Background: an optimization exercise with open tools, aiming at small area, a short achievable clock period and few clock cycles per item. Do not read the settings as production practice.
In this exercise RTL edits were held to simulation tests only and were not proved equivalent to the original.
Power figures rest on the tool's default switching activity, not on a simulated workload.

==> run H <==
// cnn_top
module cnn_top (
	input  wire                          clk,
	input  wire                          reset_b,
	input  wire                          run,
	output logic                         busy,
	output logic [cnn_pkg::addr_w-1:0]   input_sram_read_address,
	input  wire  [cnn_pkg::data_w-1:0]   input_sram_read_data,
	output logic [cnn_pkg::addr_w-1:0]   weights_sram_read_address,
	input  wire  [cnn_pkg::data_w-1:0]   weights_sram_read_data,
	output logic                         output_sram_write_enable,
	output logic [cnn_pkg::addr_w-1:0]   output_sram_write_address,
	output logic [cnn_pkg::data_w-1:0]   output_sram_write_data
);
Settings: LEC_CHECK=0, CAP_MARGIN=20, CORE_MARGIN=2, CORE_UTILIZATION=40, SLEW_MARGIN=20; clock period 10.0 ns.
run.sh (not shown) runs the stock make flow with config.mk's settings and CLKGATE_MAP_FILE= SYNTH_SCRIPT=/design/flow/synth_recipe.tcl, a recipe that flattens the netlist after the stock synthesis.
==> run G (differences from run H) <==
--- a/flow/design.v
+++ b/flow/design.v
@@ -25,149 +25,124 @@
 	output logic                         fetch_done,
 	output logic                         pix_shift,
 	output logic                         pix_first,
 	output logic                         pix_mlast
 );
 	logic [2:0]                 state;
 	logic [cnn_pkg::addr_w-1:0] addr;
-	logic [6:2]                 size_q;
+	logic [cnn_pkg::addr_w-1:0] delta;
+	logic [cnn_pkg::data_w-1:0] size_q;
 	logic [1:0]                 row;
 	logic [4:0]                 col_rem;
 	logic [4:0]                 strip_rem;
 	logic [4:0]                 pairs_m1;
 	logic                       first_pair;
-	logic                       size_end;   
+	logic                       size_end;
 	logic                       col_last;
 	logic                       strip_last;
+	logic                       start;
 	assign input_sram_read_address = addr;
 	assign fetch_done = (state == cnn_pkg::f_done);
+	assign size_end   = (size_q == cnn_pkg::end_marker);
 	assign col_last   = (col_rem == 5'd0);
 	assign strip_last = (strip_rem == 5'd0);
+	assign start      = (state == cnn_pkg::f_size_c) && !size_end;
 	always_ff @(posedge clk) begin
 		if (state == cnn_pkg::f_size_b) begin
-			size_q   <= input_sram_read_data[6:2];
-			size_end <= (input_sram_read_data == cnn_pkg::end_marker);
+			size_q <= input_sram_read_data;
 		end
 	end
-	logic [2:0]                 state_n;
-	logic [1:0]                 row_n;
-	logic [4:0]                 col_rem_n;
-	logic [4:0]                 strip_rem_n;
-	logic                       first_pair_n;
-	logic [cnn_pkg::addr_w-1:0] step_q;
-	logic [cnn_pkg::addr_w-1:0] step_n;
-	logic [cnn_pkg::addr_w-1:0] half_n;
-	assign half_n = {{(cnn_pkg::addr_w-6){1'b0}}, size_q[6:2], 1'b0};
 	always_comb begin
+		logic [cnn_pkg::addr_w-1:0] h, to_pair, to_strip;
+		h        = '0;
+		to_pair  = '0;
+		to_strip = '0;
+		pairs_m1 = '0;
 		case (1'b1)
-			size_q[2]: pairs_m1 = 5'd1;
-			size_q[3]: pairs_m1 = 5'd3;
-			size_q[4]: pairs_m1 = 5'd7;
-			size_q[5]: pairs_m1 = 5'd15;
-			default:   pairs_m1 = 5'd31;
+			size_q[2]: begin h = 12'd2;  to_pair = -12'd5;  to_strip = -12'd3;  pairs_m1 = 5'd1;  end
+			size_q[3]: begin h = 12'd4;  to_pair = -12'd11; to_strip = -12'd7;  pairs_m1 = 5'd3;  end
+			size_q[4]: begin h = 12'd8;  to_pair = -12'd23; to_strip = -12'd15; pairs_m1 = 5'd7;  end
+			size_q[5]: begin h = 12'd16; to_pair = -12'd47; to_strip = -12'd31; pairs_m1 = 5'd15; end
+			size_q[6]: begin h = 12'd32; to_pair = -12'd95; to_strip = -12'd63; pairs_m1 = 5'd31; end
+			default: ;
 		endcase
-	end
-	always_comb begin
-		state_n      = state;
-		row_n        = row;
-		col_rem_n    = col_rem;
-		strip_rem_n  = strip_rem;
-		first_pair_n = first_pair;
-		case (state)
-			cnn_pkg::f_idle: begin
-				if (run) begin
-					state_n = cnn_pkg::f_size_b;
-				end
-			end
-			cnn_pkg::f_size_a: begin
-				state_n = cnn_pkg::f_size_b;
-			end
-			cnn_pkg::f_size_b: begin
-				state_n = cnn_pkg::f_size_c;
-			end
-			cnn_pkg::f_size_c: begin
-				if (size_end) begin
-					state_n = cnn_pkg::f_done;
-				end else begin
-					state_n      = cnn_pkg::f_stream;
-					row_n        = 2'd1;
-					col_rem_n    = pairs_m1;
-					strip_rem_n  = pairs_m1 - 5'd1;
-					first_pair_n = 1'b1;
-				end
-			end
-			cnn_pkg::f_stream: begin
-				row_n = row + 2'd1;
-				if (row == 2'd3) begin
-					first_pair_n = 1'b0;
-					if (!col_last) begin
-						col_rem_n = col_rem - 5'd1;
-					end else if (!strip_last) begin
-						col_rem_n    = pairs_m1;
-						strip_rem_n  = strip_rem - 5'd1;
-						first_pair_n = 1'b1;
-					end else begin
-						state_n = cnn_pkg::f_size_a;
-					end
-				end
-			end
-			cnn_pkg::f_done: begin
-				if (run_end) begin
-					state_n = cnn_pkg::f_idle;
-				end
-			end
-			default: begin
-				state_n = cnn_pkg::f_idle;
-			end
-		endcase
-	end
-	always_comb begin
-		logic [cnn_pkg::addr_w-1:0] to_pair, to_strip;
-		case (1'b1)
-			size_q[2]: begin to_pair = -12'd5;  to_strip = -12'd3;  end
-			size_q[3]: begin to_pair = -12'd11; to_strip = -12'd7;  end
-			size_q[4]: begin to_pair = -12'd23; to_strip = -12'd15; end
-			size_q[5]: begin to_pair = -12'd47; to_strip = -12'd31; end
-			default:   begin to_pair = -12'd95; to_strip = -12'd63; end
-		endcase
-		if (state_n == cnn_pkg::f_stream && row_n != 2'd3) begin
-			step_n = half_n;
-		end else if (state_n == cnn_pkg::f_stream && col_rem_n != 5'd0) begin
-			step_n = to_pair;
-		end else if (state_n == cnn_pkg::f_stream && strip_rem_n != 5'd0) begin
-			step_n = to_strip;
+		if (start || (state == cnn_pkg::f_stream && row != 2'd3)) begin
+			delta = h;
+		end else if (state == cnn_pkg::f_stream && !col_last) begin
+			delta = to_pair;
+		end else if (state == cnn_pkg::f_stream && !strip_last) begin
+			delta = to_strip;
+		end else if (state == cnn_pkg::f_size_b) begin
+			delta = '0;
 		end else begin
-			step_n = 12'd1;
+			delta = 12'd1;
 		end
 	end
 	always_ff @(posedge clk) begin
 		if (!reset_b) begin
 			state      <= cnn_pkg::f_idle;
 			addr       <= '0;
 			row        <= '0;
 			col_rem    <= '0;
 			strip_rem  <= '0;
 			first_pair <= 1'b0;
-			step_q     <= 12'd1;
 		end else begin
-			state      <= state_n;
-			row        <= row_n;
-			col_rem    <= col_rem_n;
-			strip_rem  <= strip_rem_n;
-			first_pair <= first_pair_n;
-			step_q     <= step_n;
-			if ((state == cnn_pkg::f_idle && !run) || state == cnn_pkg::f_size_b) begin
-				addr <= addr;
-			end else if ((state == cnn_pkg::f_size_c && size_end) || state == cnn_pkg::f_done) begin
-				addr <= '0;
-			end else if (state == cnn_pkg::f_size_c) begin
-				addr <= addr + half_n;
-			end else begin
-				addr <= addr + step_q;
-			end
+			case (state)
+				cnn_pkg::f_idle: begin
+					if (run) begin
+						state <= cnn_pkg::f_size_b;
+						addr  <= addr + delta;
+					end
+				end
+				cnn_pkg::f_size_a: begin
+					state <= cnn_pkg::f_size_b;
+					addr  <= addr + delta;
+				end
+				cnn_pkg::f_size_b: begin
+					state <= cnn_pkg::f_size_c;
+				end
+				cnn_pkg::f_size_c: begin
+					if (size_end) begin
+						state <= cnn_pkg::f_done;
+						addr  <= '0;
+					end else begin
+						state      <= cnn_pkg::f_stream;
+						addr       <= addr + delta;
+						row        <= 2'd1;
+						col_rem    <= pairs_m1;
+						strip_rem  <= pairs_m1 - 5'd1;
+						first_pair <= 1'b1;
+					end
+				end
+				cnn_pkg::f_stream: begin
+					row  <= row + 2'd1;
+					addr <= addr + delta;
+					if (row == 2'd3) begin
+						first_pair <= 1'b0;
+						if (!col_last) begin
+							col_rem <= col_rem - 5'd1;
+						end else if (!strip_last) begin
+							col_rem    <= pairs_m1;
+							strip_rem  <= strip_rem - 5'd1;
+							first_pair <= 1'b1;
+						end else begin
+							state <= cnn_pkg::f_size_a;
+						end
+					end
+				end
+				cnn_pkg::f_done: begin
+					if (run_end) begin
+						state <= cnn_pkg::f_idle;
+					end
+				end
+				default: begin
+					state <= cnn_pkg::f_idle;
+					addr  <= '0;
+				end
+			endcase
 		end
 	end
 	always_ff @(posedge clk) begin
 		if (!reset_b) begin
 			pix_shift <= 1'b0;
 		end else begin
 			pix_shift <= (state == cnn_pkg::f_stream) && (row == 2'd3);
@@ -2951,16 +2926,18 @@
 	logic [6:0] relu_q;
 	logic       relu_valid;
 	logic       relu_first;
 	logic       relu_last;
 	logic       relu_mlast;
 	logic [6:0] run_max;
 	logic [6:0] pool_val;
+	logic [6:0] pool_q;
 	logic       pool_valid;
 	logic       pool_mlast;
+	logic [6:0] held;
 	logic       have_held;
 	logic       write_last;
 	assign conv_out = conv_row_a + conv_row_b;
 	always_comb begin
 		if (conv_out[cnn_pkg::acc_w-1]) begin
 			relu_val = '0;
 		end else if (|conv_out[cnn_pkg::acc_w-2:7]) begin
@@ -2979,14 +2956,15 @@
 		relu_first <= conv_first;
 		relu_last  <= conv_last;
 		relu_mlast <= conv_mlast;
 	end
 	assign pool_val = (relu_first || relu_q > run_max) ? relu_q : run_max;
 	always_ff @(posedge clk) begin
 		run_max    <= pool_val;
+		pool_q     <= pool_val;
 		pool_mlast <= relu_mlast;
 	end
 	always_ff @(posedge clk) begin
 		if (!reset_b) begin
 			pool_valid <= 1'b0;
 		end else begin
 			pool_valid <= relu_valid && relu_last;
@@ -3003,21 +2981,20 @@
 			if (pool_valid) begin
 				have_held <= !have_held && !pool_mlast;
 			end
 		end
 	end
 	assign run_end = output_sram_write_enable && write_last;
 	always_ff @(posedge clk) begin
+		if (pool_valid && !have_held) begin
+			held <= pool_q;
+		end
 		if (pool_valid) begin
-			if (!have_held) begin
-				output_sram_write_data[15:8] <= {1'b0, run_max};
-				output_sram_write_data[7:0]  <= 8'h00;
-			end else begin
-				output_sram_write_data[7:0]  <= {1'b0, run_max};
-			end
+			output_sram_write_data <= have_held ? {1'b0, held, 1'b0, pool_q}
+				: {1'b0, pool_q, 8'h00};
 		end
 	end
 	always_ff @(posedge clk) begin
 		if (!reset_b || !busy) begin
 			output_sram_write_address <= '0;
 		end else if (output_sram_write_enable) begin
 			output_sram_write_address <= output_sram_write_address + 12'd1;
==> qor summary <==
|  | run H | run G |
|---|---|---|
| Result of the run | finished clean | finished clean |
| Launch point of the worst hold path | conv_i.mlast_d[2] | conv_i.last_d[2] |
| Relative area of clock buffers and inverters in the final design | 6.20% | 6.10% |
| Headroom to the max-slew limit | 23.7% | 28.2% |
| Layout inverter count without the clock tree | 373 | 374 |
| Number of fill cells | 8272 | 8106 |
| CP Data Required Time | 8.00 ns | 10.50 ns |
| Non-filler instance count after layout | 4405 | 4361 |
| Post-place setup slack | 5.88 ns | 6.10 ns |
| Multi-input gates | 2012 | 1959 |
| Total power density per cell area | 141 nW/µm² | 141 nW/µm² |
| First-iteration detailed-routing DRC count | 2951 | 2504 |
| Sequential cell count | 628 | 637 |
| Setup ws final | 6.10 ns | 6.08 ns |
| Source of the critical timing path | writer_i.output_sram_write_enable | fetch_i.size_q[2] |
| Fin nets | 3639 | 3588 |
| Relative area of non-clock buffer cells in the final design | 2.27% | 2.18% |
| Critical path depth in cells | 1 | 15 |
| CTS buffer count | 71 | 72 |
| FF-to-FF Start | conv_i.x[34] | fetch_i.size_q[2] |
| Net Sw Power | 1.22 mW | 1.22 mW |
Testbench counts of run H, summed over its fixed seeds: cycles 83,542, windows 19,159.
Testbench counts of run G, summed over its fixed seeds: cycles 83,542, windows 19,159.

-- port drivers added, routing unchanged --
The results above use ideal ports. As a check the final layouts listed here were re-extracted and re-timed, cells and wires unchanged. Step 1, drivers: a clkbuf_16 drives clk and a buf_2 each remaining input, both assumed. Step 2, shift: input delay + t, output delay - t, t = (earliest + latest rising clock arrival at the registers) / 2. This alone moves slack from input paths to output paths. Slacks: ideal ports / drivers / drivers and shift; pairs: ideal ports / drivers.
| run | t (ns) | slack for setup (ns) | clock arrival spread, ns |
|---|---|---|---|
| run H | 0.677 | 6.097 / 6.033 / 5.874 | 0.040 / 0.040 |
| run G | 0.679 | 6.080 / 6.080 / 6.080 | 0.038 / 0.038 |
After both steps every run listed still meets setup and hold. The setup slack of run H, which loses most, moves by -0.064 ns with the drivers and by -0.223 ns with both steps.
